Source: an optimization exercise on an open RTL-to-GDS flow (aim: small area and a short achievable clock period). Production flows keep margins and buffers that such runs may drop.
Function was checked by simulation only, so behaviour that the tests miss may differ from the original.
Power and IR drop assume default switching activity.

Setup of main:
Design fetch_queue, start of the top module:
module fetch_queue #(
  parameter int DEPTH = 16,
  parameter int XLEN  = 64
) (
  input  logic                     clk,
  input  logic                     rst,
  input  logic [XLEN-1:0]          in_instr1,
  input  logic [XLEN-1:0]          in_instr2,
  input  logic [XLEN-1:0]          in_instr3,
  input  logic [XLEN-1:0]          in_instr4,
  input  logic [XLEN-1:0]          in_target1,
  input  logic [XLEN-1:0]          in_target2,
  input  logic [XLEN-1:0]          in_target3,
  input  logic [XLEN-1:0]          in_target4,
  input  logic                     in_taken1,
  input  logic                     in_taken2,
  input  logic                     in_taken3,
  input  logic                     in_taken4,
  input  logic                     in_valid1,
  input  logic                     in_valid2,
  input  logic                     in_valid3,
  input  logic                     in_valid4,
  output logic                     in_ready,
  output logic                     fetch_stall,
  input  logic                     flush,
  output logic [XLEN-1:0]          out_instr1,
  output logic [XLEN-1:0]          out_instr2,
  output logic [XLEN-1:0]          out_target1,
  output logic [XLEN-1:0]          out_target2,
  output logic                     out_taken1,
  output logic                     out_taken2,
  output logic                     out_valid1,
  output logic                     out_valid2,
  input  logic                     dec_ready,
  output logic [$clog2(DEPTH):0]   count
);
Size in the first run: roughly 7,700 cells after synthesis, about 2,400 flip-flops, roughly 790 I/O pins.
clock: 6.0 ns
lec_check: 0
cap_margin: 20
core_margin: 2
core_utilization: 38
cts_cluster_diameter: 80
cts_cluster_size: 25
place_density: 0.5
setup_slack_margin: 3.8
slew_margin: 20
tns_end_percent: 0
standard.sh (not shown) runs the stock make flow with config.mk's settings and CLKGATE_MAP_FILE= SYNTH_SCRIPT=/design/flow/synth_recipe.tcl, a recipe that flattens the netlist after the stock synthesis.
==> flow/flow/run.sh <==
#!/bin/bash
# The standard layout, with two changes:
#  - plain buffers (instead of the delay-cell buffers buffer_ports picks by default) on the
#    input and output ports;
#  - sky130_fd_sc_hd__a222oi_1 (three series p-transistors, no stronger size to upsize to)
#    added to the platform's don't-use list, so synthesis maps the wide and-or muxes to
#    faster cells.
set -euo pipefail
export BUFFER_PORTS_ARGS="-buffer_cell sky130_fd_sc_hd__buf_2"
platform_dont_use=$(sed -n '/^export DONT_USE_CELLS/,/^#/p' "$FLOW_HOME/platforms/sky130hd/config.mk" \
  | grep -o 'sky130_fd_sc_hd__[a-z0-9_]*' | tr '\n' ' ')
bash standard.sh "DONT_USE_CELLS=sky130_fd_sc_hd__a222oi_1 $platform_dont_use" finish > standard.log 2>&1
The flow did not stop early for main: all stages ran, and the layout cleared the timing, design-rule and antenna checks.
## Diff of input files: the feature branch against main
# main
export LEC_CHECK = 0
export CAP_MARGIN = 20
export CORE_MARGIN = 2
export CORE_UTILIZATION = 38
export CTS_CLUSTER_DIAMETER = 80
export CTS_CLUSTER_SIZE = 25
export PLACE_DENSITY = 0.5
export SETUP_SLACK_MARGIN = 3.8
export SLEW_MARGIN = 20
export TNS_END_PERCENT = 0
create_clock -name core_clock -period 6.0 [get_ports {clk}]
# the feature branch
export LEC_CHECK = 0
export CAP_MARGIN = 20
export CORE_MARGIN = 2
export CORE_UTILIZATION = 38
export CTS_CLUSTER_DIAMETER = 80
export CTS_CLUSTER_SIZE = 25
export PLACE_DENSITY = 0.5
export SETUP_SLACK_MARGIN = 3.5
export SLEW_MARGIN = 20
export TNS_END_PERCENT = 0
create_clock -name core_clock -period 6.0 [get_ports {clk}]
==> flow/flow/run.sh <==
#!/bin/bash
# The standard layout, with plain buffers (instead of the delay-cell buffers buffer_ports
# picks by default) on the input and output ports.
set -euo pipefail
export BUFFER_PORTS_ARGS="-buffer_cell sky130_fd_sc_hd__buf_2"
bash standard.sh > standard.log 2>&1
Findings:
- Relative to main, leakage power figure decreased by about 4% in the feature branch.
- Between the feature branch and main, the met1 usage in global routing does not differ in any meaningful way.
- | fraction of area in registers | higher: the feature branch |
- For main, the start point of the critical path was r_es[7], unlike the feature branch, where it was in_valid1.
- Measured against the feature branch, the number of signal-net buffers in the layout of main comes out at 1.06 times the reference value.
- Of the two values seen for capturing instance or port of the critical path, r_e[6][55] was produced by the feature branch and r_o2[97] by main.
- Post-layout utilization of the core of main is on par with the feature branch.

what the ideal ports hide:
How much do the figures lean on ideal ports? The routed layouts below were timed once more, with nothing changed but the port constraints.
Step 1 assumes that a clkbuf_16 drives the clock port and a buf_2 every other input.
Step 2 moves the port delays by t, midway between the first and last clock arrival at a register: inputs arrive t later, outputs are due t later. That takes back most of the time a late clock gives input paths.
Slacks: ideal ports / drivers / drivers and shift; pairs: ideal ports / drivers.
run | t (ns) | setup slack, ns | worst setup path after step 2 | worst slew at a driven data input, ns
main | 0.978 | 3.131 / 3.131 / 2.226 | input to register | 0.20
the feature branch | 0.943 | 3.045 / 2.969 / 2.026 | input to register | 0.23
After both steps setup and hold are still met in every run listed. The setup slack of the feature branch, which loses most, moves by -0.076 ns with the drivers and by -1.019 ns with both steps.
